From an optimization exercise on the open Yosys and OpenROAD flow, aimed at small area and a short achievable clock period; shortcuts taken in it are not production practice.
RTL that was checked went through simulation tests only; none was proved equivalent to the original.

==> inputs of run a <==
==> flow/design.v (excerpt) <==
module param_router #(
  parameter int N_IN      = 17,
  parameter int N_OUT     = 3,
  parameter int DATA_W    = 16,
  parameter int DEPTH     = 4,
  parameter int PARITY_EN = 1
) (
  input  logic                    clk,
  input  logic                    reset,
  input  logic [N_IN*DATA_W-1:0]  in_data,
  input  logic [N_IN-1:0]         in_valid,
  output logic [N_IN-1:0]         in_ready,
  output logic [N_OUT*DATA_W-1:0] out_data,
  output logic [N_OUT-1:0]        out_valid,
  input  logic [N_OUT-1:0]        out_ready,
  output logic [N_IN-1:0]         fifo_full,
  output logic [15:0]             drop_count
);
clock: 11.0 ns
lec_check: 0
cap_margin: 20
core_margin: 2
core_utilization: 40
cts_buf_list: sky130_fd_sc_hd__clkbuf_8 sky130_fd_sc_hd__clkbuf_4
slew_margin: 20
standard.sh (not shown) runs the stock make flow with config.mk's settings and CLKGATE_MAP_FILE= SYNTH_SCRIPT=/design/flow/synth_recipe.tcl, a recipe that flattens the netlist after the stock synthesis.
==> flow/flow/run.sh <==
#!/bin/bash
# Standard ORFS layout (the standard.sh, standard synthesis unchanged) with
# a tighter setup repair target and single-drive port buffers.
# ORFS writes each step's full log under orfs/logs/; make's own output goes to
# flow_make.log in the work folder.
set -euo pipefail
MARGIN=${MARGIN:-6.6}
bash standard.sh \
  SETUP_SLACK_MARGIN=$MARGIN \
  "BUFFER_PORTS_ARGS=-buffer_cell sky130_fd_sc_hd__buf_1" \
  finish > flow_make.log 2>&1
==> inputs of run b, as changes to run a <==
==> flow/design.v (replaced) <==
module param_router #(
  parameter int N_IN      = 17,
  parameter int N_OUT     = 3,
  parameter int DATA_W    = 16,
  parameter int DEPTH     = 4,
  parameter int PARITY_EN = 1
) (
  input  logic                    clk,
  input  logic                    reset,
  input  logic [N_IN*DATA_W-1:0]  in_data,
  input  logic [N_IN-1:0]         in_valid,
  output logic [N_IN-1:0]         in_ready,
  output logic [N_OUT*DATA_W-1:0] out_data,
  output logic [N_OUT-1:0]        out_valid,
  input  logic [N_OUT-1:0]        out_ready,
  output logic [N_IN-1:0]         fifo_full,
  output logic [15:0]             drop_count
);
  localparam int IW = 5;
  localparam int SW = DATA_W - 1;    
  logic [SW-1:0]   mem    [N_IN][4];
  logic [1:0]      rd_ptr [N_IN];
  logic [1:0]      wr_ptr [N_IN];
  logic [N_IN-1:0] full;
  logic [1:0]      hcode  [N_IN];
  logic [N_IN-1:0] push, pop, drop;
  logic [SW-1:0]   head   [N_IN];
  logic [N_IN-1:0] req    [N_OUT];
  logic [N_IN-1:0] gnt    [N_OUT];
  logic [N_OUT-1:0] gnt_valid, load_en;
  logic [IW-1:0]   gnt_idx    [N_OUT];
  logic [IW-1:0]   last_grant [N_OUT];
  logic [SW-1:0]   slot       [N_OUT];
  logic [16:0]     t17, t_reg;
  logic [4:0]      dc_lo;
  logic [4:0]      dc_pl [18];
  logic [17:1]     dc_fk;
  logic [10:0]     dc_a0, dc_a1, dc_u;
  logic            dc_cy, dc_sat, dc_ones, dc_now;
  always_comb begin
    logic [DATA_W-1:0] word;
    logic bad;
    for (int i = 0; i < N_IN; i++) begin
      word         = in_data[i*DATA_W +: DATA_W];
      bad          = (&word[15:14]) | (^{word[15], word[13], word[14], word[12:0]});
      fifo_full[i] = full[i];
      in_ready[i]  = ~full[i];
      push[i]      = in_valid[i] & ~full[i] & ~bad;
      drop[i]      = in_valid[i] & ~full[i] & bad;
      head[i]      = mem[i][rd_ptr[i]];
    end
  end
  function automatic logic [15:0] tmerge(input logic [7:0] a, input logic [7:0] b,
                                         input int na, input int nb);
    logic [15:0] r;
    int y;
    r = '0;
    for (int k = 1; k <= na + nb; k++) begin
      for (int x = 0; x <= na; x++) begin
        y = k - x;
        if (y >= 0 && y <= nb)
          r[k-1] = r[k-1] | ((x == 0 ? 1'b1 : a[x-1]) & (y == 0 ? 1'b1 : b[y-1]));
      end
    end
    tmerge = r;
  endfunction
  always_comb begin
    logic [1:0]  t2 [8];
    logic [3:0]  t4 [4];
    logic [7:0]  t8 [2];
    logic [15:0] r, t16;
    for (int g = 0; g < 8; g++) begin
      r = tmerge({7'b0, drop[2*g]}, {7'b0, drop[2*g+1]}, 1, 1);
      t2[g] = r[1:0];
    end
    for (int g = 0; g < 4; g++) begin
      r = tmerge({6'b0, t2[2*g]}, {6'b0, t2[2*g+1]}, 2, 2);
      t4[g] = r[3:0];
    end
    for (int g = 0; g < 2; g++) begin
      r = tmerge({4'b0, t4[2*g]}, {4'b0, t4[2*g+1]}, 4, 4);
      t8[g] = r[7:0];
    end
    t16 = tmerge(t8[0], t8[1], 8, 8);
    t17[0] = t16[0] | drop[16];
    for (int k = 1; k < 16; k++) t17[k] = t16[k] | (t16[k-1] & drop[16]);
    t17[16] = t16[15] & drop[16];
  end
  always_comb begin
    logic oh;
    dc_lo = '0;
    dc_cy = 1'b0;
    for (int k = 0; k <= 17; k++) begin
      oh = (k == 0 ? 1'b1 : t_reg[k-1]) & (k == 17 ? 1'b1 : !t_reg[k]);
      if (oh) dc_lo = dc_lo | dc_pl[k];
    end
    for (int k = 1; k <= 17; k++) dc_cy = dc_cy | (dc_fk[k] & t_reg[k-1]);
  end
  assign dc_u       = dc_cy ? dc_a1 : dc_a0;
  assign dc_now     = dc_sat | (dc_cy & dc_ones);
  assign drop_count = {dc_u, dc_lo};
  always_ff @(posedge clk or negedge reset) begin
    if (!reset) dc_pl[0] <= '0;
    else        dc_pl[0] <= dc_lo | {5{dc_now}};
  end
  always_ff @(posedge clk) begin
    logic [5:0] s;
    for (int k = 1; k <= 17; k++) begin
      s = {1'b0, dc_lo} + 6'(k);
      dc_pl[k] <= s[4:0] | {5{dc_now | (s[5] & (&dc_u))}};
      dc_fk[k] <= (dc_lo == 5'(32 - k));
    end
  end
  always_comb begin
    logic [N_IN-1:0] mask, rh, pre_h, pre_a;
    logic [1:0] hd;
    logic any_h;
    for (int o = 0; o < N_OUT; o++) begin
      load_en[o] = ~out_valid[o] | out_ready[o];
      for (int i = 0; i < N_IN; i++) begin
        hd        = ~hcode[i];
        req[o][i] = (hd == 2'(o));
        mask[i]   = (IW'(i) > last_grant[o]);
      end
      rh    = req[o] & mask;
      any_h = |rh;
      pre_h = rh << 1;
      pre_a = req[o] << 1;
      for (int d = 1; d < N_IN; d = d * 2) begin
        pre_h = pre_h | (pre_h << d);
        pre_a = pre_a | (pre_a << d);
      end
      gnt[o]       = any_h ? (rh & ~pre_h) : (req[o] & ~pre_a);
      gnt_valid[o] = |req[o];
      gnt_idx[o]   = '0;
      for (int i = 0; i < N_IN; i++) begin
        if (gnt[o][i]) gnt_idx[o] = gnt_idx[o] | IW'(i);
      end
    end
  end
  always_comb begin
    pop = '0;
    for (int o = 0; o < N_OUT; o++) begin
      pop = pop | (gnt[o] & {N_IN{load_en[o]}});
    end
  end
  function automatic logic [1:0] ginc(input logic [1:0] g);
    ginc = {g[0], ~g[1]};
  endfunction
  always_ff @(posedge clk) begin
    for (int i = 0; i < N_IN; i++) begin
      for (int k = 0; k < 4; k++) begin
        if (!full[i] && (wr_ptr[i] == 2'(k)))
          mem[i][k] <= in_data[i*DATA_W + 1 +: SW];
      end
    end
  end
  always_ff @(posedge clk or negedge reset) begin
    logic [1:0] pin, nxt;
    logic       one;
    if (!reset) begin
      for (int i = 0; i < N_IN; i++) begin
        rd_ptr[i] <= '0;
        wr_ptr[i] <= '0;
        full[i]   <= 1'b0;
        hcode[i]  <= 2'b00;
      end
    end else begin
      for (int i = 0; i < N_IN; i++) begin
        if (pop[i])  rd_ptr[i] <= ginc(rd_ptr[i]);
        if (push[i]) wr_ptr[i] <= ginc(wr_ptr[i]);
        if (full[i])
          full[i] <= ~pop[i];
        else
          full[i] <= push[i] & ~pop[i] & (ginc(wr_ptr[i]) == rd_ptr[i]);
        pin = push[i] ? ~in_data[i*DATA_W + 14 +: 2] : 2'b00;
        nxt = ~mem[i][ginc(rd_ptr[i])][SW-1 -: 2];
        one = ~full[i] & (wr_ptr[i] == ginc(rd_ptr[i]));
        if (pop[i])
          hcode[i] <= one ? pin : nxt;
        else if (hcode[i] == 2'b00)
          hcode[i] <= pin;
      end
    end
  end
  always_comb begin
    for (int o = 0; o < N_OUT; o++) begin
      out_data[o*DATA_W +: DATA_W] = {slot[o], ^slot[o]};
    end
  end
  always_ff @(posedge clk) begin
    logic [SW-1:0] d;
    dc_a1 <= (dc_u + 11'd1) | {11{dc_now | (&dc_u)}};
    for (int o = 0; o < N_OUT; o++) begin
      if (load_en[o]) begin
        d = '0;
        for (int i = 0; i < N_IN; i++) d = d | (head[i] & {SW{gnt[o][i]}});
        slot[o] <= d;
      end
    end
  end
  always_ff @(posedge clk or negedge reset) begin
    if (!reset) begin
      out_valid <= '0;
      t_reg     <= '0;
      dc_a0     <= '0;
      dc_sat    <= 1'b0;
      dc_ones   <= 1'b0;
      for (int o = 0; o < N_OUT; o++) last_grant[o] <= IW'(N_IN - 1);
    end else begin
      t_reg   <= t17;
      dc_a0   <= dc_u | {11{dc_now}};
      dc_sat  <= dc_now;
      dc_ones <= &dc_u;
      for (int o = 0; o < N_OUT; o++) begin
        if (load_en[o]) begin
          out_valid[o] <= gnt_valid[o];
          if (gnt_valid[o]) last_grant[o] <= gnt_idx[o];
        end
      end
    end
  end
endmodule
==> flow/flow/run.sh (replaced) <==
#!/bin/bash
# Standard ORFS layout (the standard.sh, standard synthesis unchanged) with
# a tighter setup repair target and single-drive port buffers.
# ORFS writes each step's full log under orfs/logs/; make's own output goes to
# flow_make.log in the work folder.
set -euo pipefail
MARGIN=${MARGIN:-6.5}
bash standard.sh \
  SETUP_SLACK_MARGIN=$MARGIN \
  "BUFFER_PORTS_ARGS=-buffer_cell sky130_fd_sc_hd__buf_1" \
  finish > flow_make.log 2>&1
==> flow/config.mk (replaced) <==
export PLATFORM = sky130hd
export DESIGN_NAME = param_router
export DESIGN_NICKNAME = param_router
export VERILOG_FILES = /design/flow/design.v
export SDC_FILE = /design/flow/constraint.sdc
export NUM_CORES = 4
export LEC_CHECK = 0
export CAP_MARGIN = 20
export CORE_MARGIN = 2
export CORE_UTILIZATION = 60
export CTS_CLUSTER_DIAMETER = 70
export CTS_CLUSTER_SIZE = 20
export SLEW_MARGIN = 20
==> inputs of run c, as changes to run a <==
==> flow/design.v (replaced) <==
module param_router #(
  parameter int N_IN      = 17,
  parameter int N_OUT     = 3,
  parameter int DATA_W    = 16,
  parameter int DEPTH     = 4,
  parameter int PARITY_EN = 1
) (
  input  logic                    clk,
  input  logic                    reset,
  input  logic [N_IN*DATA_W-1:0]  in_data,
  input  logic [N_IN-1:0]         in_valid,
  output logic [N_IN-1:0]         in_ready,
  output logic [N_OUT*DATA_W-1:0] out_data,
  output logic [N_OUT-1:0]        out_valid,
  input  logic [N_OUT-1:0]        out_ready,
  output logic [N_IN-1:0]         fifo_full,
  output logic [15:0]             drop_count
);
  localparam int IW = 5;
  localparam int SW = DATA_W - 1;    
  logic [SW-1:0]   mem    [N_IN][4];
  logic [1:0]      rd_ptr [N_IN];
  logic [2:0]      cnt    [N_IN];
  logic [1:0]      hcode  [N_IN];
  logic [N_IN-1:0] push, pop, drop;
  logic [SW-1:0]   head   [N_IN];
  logic [N_IN-1:0] req    [N_OUT];
  logic [N_IN-1:0] gnt    [N_OUT];
  logic [N_OUT-1:0] gnt_valid, load_en;
  logic [IW-1:0]   gnt_idx    [N_OUT];
  logic [IW-1:0]   last_grant [N_OUT];
  logic [SW-1:0]   slot       [N_OUT];
  logic [17:0]     n_oh;
  logic [4:0]      dc_l, dc_l_nx;
  logic [10:0]     dc_h, dc_h1, dc_u;
  logic            dc_c, dc_c_nx, dc_sat;
  always_comb begin
    logic [DATA_W-1:0] word;
    logic bad;
    for (int i = 0; i < N_IN; i++) begin
      word         = in_data[i*DATA_W +: DATA_W];
      bad          = (&word[15:14]) | (^word);
      fifo_full[i] = cnt[i][2];
      in_ready[i]  = ~cnt[i][2];
      push[i]      = in_valid[i] & ~cnt[i][2] & ~bad;
      drop[i]      = in_valid[i] & ~cnt[i][2] & bad;
      head[i]      = mem[i][rd_ptr[i]];
    end
  end
  function automatic logic [15:0] tmerge(input logic [7:0] a, input logic [7:0] b,
                                         input int na, input int nb);
    logic [15:0] r;
    int y;
    r = '0;
    for (int k = 1; k <= na + nb; k++) begin
      for (int x = 0; x <= na; x++) begin
        y = k - x;
        if (y >= 0 && y <= nb)
          r[k-1] = r[k-1] | ((x == 0 ? 1'b1 : a[x-1]) & (y == 0 ? 1'b1 : b[y-1]));
      end
    end
    tmerge = r;
  endfunction
  always_comb begin
    logic [1:0]  t2 [8];
    logic [3:0]  t4 [4];
    logic [7:0]  t8 [2];
    logic [15:0] r, t16;
    logic [16:0] t17;
    for (int g = 0; g < 8; g++) begin
      r = tmerge({7'b0, drop[2*g]}, {7'b0, drop[2*g+1]}, 1, 1);
      t2[g] = r[1:0];
    end
    for (int g = 0; g < 4; g++) begin
      r = tmerge({6'b0, t2[2*g]}, {6'b0, t2[2*g+1]}, 2, 2);
      t4[g] = r[3:0];
    end
    for (int g = 0; g < 2; g++) begin
      r = tmerge({4'b0, t4[2*g]}, {4'b0, t4[2*g+1]}, 4, 4);
      t8[g] = r[7:0];
    end
    t16 = tmerge(t8[0], t8[1], 8, 8);
    t17[0] = t16[0] | drop[16];
    for (int k = 1; k < 16; k++) t17[k] = t16[k] | (t16[k-1] & drop[16]);
    t17[16] = t16[15] & drop[16];
    for (int k = 0; k <= 17; k++)
      n_oh[k] = (k == 0 ? 1'b1 : t17[k-1]) & (k == 17 ? 1'b1 : !t17[k]);
  end
  always_comb begin
    logic [5:0] s;
    dc_l_nx = '0;
    dc_c_nx = 1'b0;
    for (int k = 0; k <= 17; k++) begin
      s = {1'b0, dc_l} + 6'(k);
      if (n_oh[k]) begin
        dc_l_nx = dc_l_nx | s[4:0];
        dc_c_nx = dc_c_nx | s[5];
      end
    end
  end
  assign dc_u       = dc_c ? dc_h1 : dc_h;
  assign drop_count = {dc_u | {11{dc_sat}}, dc_l | {5{dc_sat}}};
  always_comb begin
    logic [N_IN-1:0] mask, rh, pre_h, pre_a;
    logic any_h;
    for (int o = 0; o < N_OUT; o++) begin
      load_en[o] = ~out_valid[o] | out_ready[o];
      for (int i = 0; i < N_IN; i++) begin
        req[o][i] = (hcode[i] == 2'(o));
        mask[i]   = (IW'(i) > last_grant[o]);
      end
      rh    = req[o] & mask;
      any_h = |rh;
      pre_h = rh << 1;
      pre_a = req[o] << 1;
      for (int d = 1; d < N_IN; d = d * 2) begin
        pre_h = pre_h | (pre_h << d);
        pre_a = pre_a | (pre_a << d);
      end
      gnt[o]       = any_h ? (rh & ~pre_h) : (req[o] & ~pre_a);
      gnt_valid[o] = |req[o];
      gnt_idx[o]   = '0;
      for (int i = 0; i < N_IN; i++) begin
        if (gnt[o][i]) gnt_idx[o] = gnt_idx[o] | IW'(i);
      end
    end
  end
  always_comb begin
    pop = '0;
    for (int o = 0; o < N_OUT; o++) begin
      pop = pop | (gnt[o] & {N_IN{load_en[o]}});
    end
  end
  always_ff @(posedge clk) begin
    for (int i = 0; i < N_IN; i++) begin
      for (int k = 0; k < 4; k++) begin
        if (!cnt[i][2] && (2'(rd_ptr[i] + cnt[i][1:0]) == 2'(k)))
          mem[i][k] <= in_data[i*DATA_W + 1 +: SW];
      end
    end
  end
  always_ff @(posedge clk or negedge reset) begin
    logic [1:0] pin, nxt;
    logic [2:0] cinc, cdec;
    if (!reset) begin
      for (int i = 0; i < N_IN; i++) begin
        rd_ptr[i] <= '0;
        cnt[i]    <= '0;
        hcode[i]  <= 2'b11;
      end
    end else begin
      for (int i = 0; i < N_IN; i++) begin
        if (pop[i]) rd_ptr[i] <= rd_ptr[i] + 2'd1;
        cinc = {cnt[i][2] | (cnt[i][1] & cnt[i][0]), cnt[i][1] ^ cnt[i][0], ~cnt[i][0]};
        cdec = {1'b0, cnt[i][2] | (cnt[i][1] & cnt[i][0]), ~cnt[i][0] & (cnt[i][2] | cnt[i][1])};
        if (push[i] && !pop[i])      cnt[i] <= cinc;
        else if (pop[i] && !push[i]) cnt[i] <= cdec;
        pin = push[i] ? in_data[i*DATA_W + 14 +: 2] : 2'b11;
        nxt = mem[i][2'(rd_ptr[i] + 2'd1)][SW-1 -: 2];
        if (pop[i])
          hcode[i] <= (cnt[i][2] | cnt[i][1]) ? nxt : pin;
        else if (hcode[i] == 2'b11)
          hcode[i] <= pin;
      end
    end
  end
  always_comb begin
    for (int o = 0; o < N_OUT; o++) begin
      out_data[o*DATA_W +: DATA_W] = {slot[o], ^slot[o]};
    end
  end
  always_ff @(posedge clk) begin
    logic [SW-1:0] d;
    dc_h1 <= dc_u + 11'd1;
    for (int o = 0; o < N_OUT; o++) begin
      if (load_en[o]) begin
        d = '0;
        for (int i = 0; i < N_IN; i++) d = d | (head[i] & {SW{gnt[o][i]}});
        slot[o] <= d;
      end
    end
  end
  always_ff @(posedge clk or negedge reset) begin
    if (!reset) begin
      out_valid <= '0;
      dc_l      <= '0;
      dc_h      <= '0;
      dc_c      <= 1'b0;
      dc_sat    <= 1'b0;
      for (int o = 0; o < N_OUT; o++) last_grant[o] <= IW'(N_IN - 1);
    end else begin
      dc_l   <= dc_l_nx;
      dc_c   <= dc_c_nx;
      dc_h   <= dc_u;
      dc_sat <= dc_sat | (dc_c_nx & (&dc_u));
      for (int o = 0; o < N_OUT; o++) begin
        if (load_en[o]) begin
          out_valid[o] <= gnt_valid[o];
          if (gnt_valid[o]) last_grant[o] <= gnt_idx[o];
        end
      end
    end
  end
endmodule
==> flow/flow/run.sh (replaced) <==
#!/bin/bash
# Standard ORFS layout (the standard.sh, standard synthesis unchanged) with
# a tighter setup repair target and single-drive port buffers.
# ORFS writes each step's full log under orfs/logs/; make's own output goes to
# flow_make.log in the work folder.
set -euo pipefail
MARGIN=${MARGIN:-6.2}
bash standard.sh \
  SETUP_SLACK_MARGIN=$MARGIN \
  "BUFFER_PORTS_ARGS=-buffer_cell sky130_fd_sc_hd__buf_1" \
  finish > flow_make.log 2>&1
==> flow/config.mk (replaced) <==
export PLATFORM = sky130hd
export DESIGN_NAME = param_router
export DESIGN_NICKNAME = param_router
export VERILOG_FILES = /design/flow/design.v
export SDC_FILE = /design/flow/constraint.sdc
export NUM_CORES = 4
export LEC_CHECK = 0
export CAP_MARGIN = 20
export CORE_MARGIN = 2
export CORE_UTILIZATION = 40
export SLEW_MARGIN = 20
==> comparison table <==
Via density: run c 6.37; run b 6.91; run a 6.46
Post-synthesis to final-layout area growth: run c 20.1%; run b 16.2%; run a 38.8%
Run status: run c timing/DRC/antenna clean; run b timing/DRC/antenna clean; run a timing/DRC/antenna clean
Initial antenna violation count: run c 23; run b 15; run a 42
Worst setup margin: run c 5150 ps; run b 6250 ps; run a 5110 ps
Die Outline Area: run c 159000 sq um; run b 104000 sq um; run a 155000 sq um
Destination of the critical timing path: run c dc_sat; run b drop_count[14]; run a slot[2][0]
Clock buffer and inverter area fraction after layout: run c 5.97%; run b 3.75%; run a 5.12%
Iteration-0 DRC Markers: run c 6960; run b 6779; run a 7230
Fillers: run c 14000; run b 6778; run a 12500
Only the layout flow was run in run a and run c; the RTL was not checked for function there.

[static timing again, ports no longer ideal]
The results above use ideal ports. As a check the final layouts listed here were re-extracted and re-timed, cells and wires unchanged. Step 1 sets driving cells, clkbuf_16 on the clock port and buf_2 on the other inputs (assumed; they add their load-dependent delay and slew). Step 2, shift: input delay + t, output delay - t, t = (earliest + latest rising clock arrival at the registers) / 2. This alone moves slack from input paths to output paths. Slacks: no drivers / after step 1 / after step 2; pairs: no drivers / after step 1.
run	shift t [ns]	setup slack, ns	hold WS [ns]	worst setup path after step 2	latest minus earliest clock arrival (ns)
run a	1.020	5.108 / 5.108 / 4.710	0.503 / 0.503 / 0.503	input to register	0.087 / 0.087
run b	0.769	6.248 / 6.173 / 5.567	0.609 / 0.609 / 0.609	input to register	0.034 / 0.034
run c	0.859	5.148 / 5.187 / 4.329	0.484 / 0.484 / 0.484	input to register	0.045 / 0.045
After both steps setup and hold are still met in every run listed. The setup slack of run c, which loses most, moves by +0.039 ns with the drivers and by -0.819 ns with both steps.
